This design comes from an exercise in tuning for small area and few clock cycles on the open sky130 flow, not from production work.
In this exercise RTL edits were held to simulation tests only and were not proved equivalent to the original.
Power and IR drop assume default switching activity.

## rgb_led_serial_transmitter
module rgb_led_serial_transmitter
#(
  parameter int TICK_BITS   = TICK_BITS_DEFAULT,
  parameter int QUEUE_DEPTH = QUEUE_DEPTH_DEFAULT
) (
  input  logic                  clk,
  input  logic                  rst,
  input  logic                  push,
  output logic                  full,
  input  logic [CHAN_W-1:0]     red,
  input  logic [CHAN_W-1:0]     green,
  input  logic [CHAN_W-1:0]     blue,
  input  logic                  end_of_frame,
  input  logic                  latch_request,
  output logic                  empty,
  input  logic                  pop,
  output logic                  bit_value,
  output logic [HIGH_W-1:0]     high_time,
  output logic [LOW_W-1:0]      low_time,
  output logic                  is_gap,
  output logic                  last_pulse,
  input  logic                  cfg_valid,
  output logic                  cfg_ready,
  input  logic [CFG_IDX_W-1:0]  cfg_index,
  input  logic [CFG_DATA_W-1:0] cfg_data
);
Size: about 590 cells after synthesis, about 8000 µm² of cells after synthesis.
export LEC_CHECK = 0
export CAP_MARGIN = 20
export CORE_MARGIN = 2
export CORE_UTILIZATION = 40
export SLEW_MARGIN = 20
create_clock -name core_clock -period 8.0 [get_ports {clk}]
run.sh (not shown) runs the stock make flow with config.mk's settings and CLKGATE_MAP_FILE= SYNTH_SCRIPT=/design/flow/synth_recipe.tcl, a recipe that flattens the netlist after the stock synthesis.
Testbench counts at the start, summed over its fixed seeds: cycles 30,912.
Next try:
- CTS_BUF_LIST: default -> sky130_fd_sc_hd__clkbuf_8
Effect:
- The changed run ran to the end with no violations
- setup slack is worse by 7.6 ps
- synthesized cell count does not change
- critical path depth does not change


== exp/quartz ==
Starting RTL as in the previous note.
Design rgb_led_serial_transmitter, start of the top module:
module rgb_led_serial_transmitter
#(
  parameter int TICK_BITS   = TICK_BITS_DEFAULT,
  parameter int QUEUE_DEPTH = QUEUE_DEPTH_DEFAULT
) (
  input  logic                  clk,
  input  logic                  rst,
  input  logic                  push,
  output logic                  full,
  input  logic [CHAN_W-1:0]     red,
  input  logic [CHAN_W-1:0]     green,
  input  logic [CHAN_W-1:0]     blue,
  input  logic                  end_of_frame,
  input  logic                  latch_request,
  output logic                  empty,
  input  logic                  pop,
  output logic                  bit_value,
  output logic [HIGH_W-1:0]     high_time,
  output logic [LOW_W-1:0]      low_time,
  output logic                  is_gap,
  output logic                  last_pulse,
  input  logic                  cfg_valid,
  output logic                  cfg_ready,
  input  logic [CFG_IDX_W-1:0]  cfg_index,
  input  logic [CFG_DATA_W-1:0] cfg_data
);
Settings: LEC_CHECK=0, CAP_MARGIN=20, CORE_MARGIN=2, CORE_UTILIZATION=40, CTS_BUF_LIST=sky130_fd_sc_hd__clkbuf_8, SLEW_MARGIN=20; clock period 8.0 ns.
standard.sh (not shown) runs the stock make flow with config.mk's settings and CLKGATE_MAP_FILE= SYNTH_SCRIPT=/design/flow/synth_recipe.tcl, a recipe that flattens the netlist after the stock synthesis.
==> flow/flow/run.sh <==
#!/bin/bash
# The standard layout, with the smallest buffer cell for the port buffers
# (every input and output port still gets its own buffer).
set -euo pipefail
bash standard.sh 'BUFFER_PORTS_ARGS=-buffer_cell sky130_fd_sc_hd__buf_1' finish > standard.log 2>&1
In summary, exp/quartz completed successfully, with a layout that passed the timing, design-rule and antenna checks.
Testbench counts of exp/quartz, summed over its fixed seeds: cycles 30,912.
### exp/quartz -> exp/willow
# exp/quartz
export LEC_CHECK = 0
export CAP_MARGIN = 20
export CORE_MARGIN = 2
export CORE_UTILIZATION = 40
export CTS_BUF_LIST = sky130_fd_sc_hd__clkbuf_8
export SLEW_MARGIN = 20
create_clock -name core_clock -period 8.0 [get_ports {clk}]
# exp/willow
export LEC_CHECK = 0
export CAP_MARGIN = 20
export CORE_MARGIN = 2
export CORE_UTILIZATION = 40
export SLEW_MARGIN = 20
create_clock -name core_clock -period 8.0 [get_ports {clk}]
### Flow results
- For highest attainable clock frequency, exp/quartz and exp/willow come out practically identical.
- exp/quartz → exp/willow: fraction of met2 tracks used by global routing has remained practically unchanged, global-route usage has remained practically unchanged.
For exp/indigo, these inputs were changed with respect to exp/willow:
# exp/willow
export LEC_CHECK = 0
export CAP_MARGIN = 20
export CORE_MARGIN = 2
export CORE_UTILIZATION = 40
export SLEW_MARGIN = 20
create_clock -name core_clock -period 8.0 [get_ports {clk}]
# exp/indigo
export LEC_CHECK = 0
export CAP_MARGIN = 20
export CORE_MARGIN = 2
export CORE_UTILIZATION = 40
export CTS_BUF_LIST = sky130_fd_sc_hd__clkbuf_4 sky130_fd_sc_hd__clkbuf_8
export SLEW_MARGIN = 20
create_clock -name core_clock -period 8.0 [get_ports {clk}]
==> flow/run.sh (new file) <==
#!/bin/bash
# synth_recipe.tcl (not shown) runs the flow's synth.tcl, then flattens the netlist and writes it again
# the make line also repeats each setting of config.mk as NAME=value (left out here)
make -C /OpenROAD-flow-scripts/flow DESIGN_CONFIG=/design/flow/config.mk WORK_HOME=/design/flow/orfs CLKGATE_MAP_FILE= SYNTH_SCRIPT=/design/flow/synth_recipe.tcl finish
removed: flow/flow/run.sh
removed: flow/standard.sh
--- outcome ---
The lower met1 layer usage reported by global route came out of exp/willow.
Post-synthesis compound-gate area fraction: exp/indigo vs exp/willow identical
In exp/indigo, global-route usage is higher than in exp/willow.
[compare] base=exp/willow new=exp/indigo: maximum frequency from static timing analysis fell 0.43%, share of total power in combinational logic rose 2.6 points, starting DRC count in detailed routing rose 14%, minimum setup slack in the final design fell 33 ps.
Modified inputs, exp/zinc compared to exp/indigo
# exp/indigo
export LEC_CHECK = 0
export CAP_MARGIN = 20
export CORE_MARGIN = 2
export CORE_UTILIZATION = 40
export CTS_BUF_LIST = sky130_fd_sc_hd__clkbuf_4 sky130_fd_sc_hd__clkbuf_8
export SLEW_MARGIN = 20
create_clock -name core_clock -period 8.0 [get_ports {clk}]
# exp/zinc
export LEC_CHECK = 0
export CAP_MARGIN = 20
export CORE_MARGIN = 2
export CORE_UTILIZATION = 70
export SLEW_MARGIN = 20
create_clock -name core_clock -period 8.0 [get_ports {clk}]
==> flow/flow/run.sh (new file) <==
#!/bin/bash
# The standard layout, with the smallest buffer cell for the port buffers
# (every input and output port still gets its own buffer), and a clock tree
# of clkbuf_4 without dummy load cells.
set -euo pipefail
bash standard.sh 'BUFFER_PORTS_ARGS=-buffer_cell sky130_fd_sc_hd__buf_1' \
  'CTS_ARGS=-sink_clustering_enable -repair_clock_nets -dont_use_dummy_load -buf_list sky130_fd_sc_hd__clkbuf_4' \
  finish > standard.log 2>&1
==> flow/standard.sh (new file) <==
#!/bin/bash
# synth_recipe.tcl (not shown) runs the flow's synth.tcl, then flattens the netlist and writes it again
# the make line also repeats each setting of config.mk as NAME=value (left out here)
make -C /OpenROAD-flow-scripts/flow DESIGN_CONFIG=/design/flow/config.mk WORK_HOME=/design/flow/orfs CLKGATE_MAP_FILE= SYNTH_SCRIPT=/design/flow/synth_recipe.tcl "${@:-finish}"
removed: flow/run.sh
### Flow results
Comparing the two runs side by side, exp/zinc comes out ahead of exp/indigo on routed wire length. Relative to exp/indigo, area added between synthesis and finish has gone down in exp/zinc. Against exp/indigo, exp/zinc reports a worst-margin pin slew that is higher. Diff exp/indigo and exp/zinc: share of the final layout cell area in multi-input gates higher in exp/zinc. Wire length on met1 in exp/zinc is 9.2% lower than in exp/indigo. Compared with exp/indigo, count of fill cells added during filler insertion in exp/zinc decreased by more than half.
Here is what was changed in the inputs of exp/lagoon compared with exp/zinc.
==> flow/flow/run.sh <==
#!/bin/bash
# The standard layout, with the smallest buffer cell for the port buffers
# (every input and output port still gets its own buffer), and a clock tree
# of clkbuf_8 without dummy load cells.
set -euo pipefail
bash standard.sh 'BUFFER_PORTS_ARGS=-buffer_cell sky130_fd_sc_hd__buf_1' \
  'CTS_ARGS=-sink_clustering_enable -repair_clock_nets -dont_use_dummy_load -buf_list sky130_fd_sc_hd__clkbuf_8' \
  finish > standard.log 2>&1
==> results.txt <==
Compared with exp/zinc, in exp/lagoon global routing usage on met3 now smaller; post-detailed-routing wire length level; share of synthesized cell area in full adder, half adder and majority cells did not really move; share of power burned in combinational logic has decreased.
Relative to exp/zinc, fraction of area in multi-input gates decreased by 0.48 points in exp/lagoon.
Diff exp/lagoon..exp/zinc | total global-route track usage | negligible
exp/zinc -> exp/lagoon: sequential cell count flat
Diff exp/zinc -> exp/lagoon | via density per instance | down slightly

re-timing with driven ports:
The results above use ideal ports. As a check the final layouts listed here were re-extracted and re-timed, cells and wires unchanged.
Step 1 assumes that a clkbuf_16 drives the clock port and a buf_2 every other input.
Step 2, shift: input delay + t, output delay - t, t = (earliest + latest rising clock arrival at the registers) / 2. This alone moves slack from input paths to output paths.
Slacks: ideal ports / drivers / drivers and shift; pairs: ideal ports / drivers.
run | t, ns | slack for setup (ns) | hold slack, ns | worst slew at a driven data input, ns
the first run of note 1 | 0.467 | 0.288 / 0.242 / 0.304 | 0.476 / 0.476 / 0.476 | 0.04
the second run of note 1 | 0.486 | 0.280 / 0.244 / 0.314 | 0.475 / 0.475 / 0.475 | 0.04
exp/quartz | 0.494 | 0.294 / 0.254 / 0.308 | 0.444 / 0.444 / 0.444 | 0.03
exp/willow | 0.464 | 0.314 / 0.314 / 0.314 | 0.440 / 0.440 / 0.440 | 0.03
exp/indigo | 0.486 | 0.280 / 0.244 / 0.314 | 0.475 / 0.475 / 0.475 | 0.04
exp/zinc | 0.579 | 0.273 / 0.242 / 0.273 | 0.446 / 0.446 / 0.446 | 0.04
exp/lagoon | 0.474 | 0.273 / 0.238 / 0.304 | 0.438 / 0.438 / 0.438 | 0.04
After both steps setup and hold are still met in every run listed.
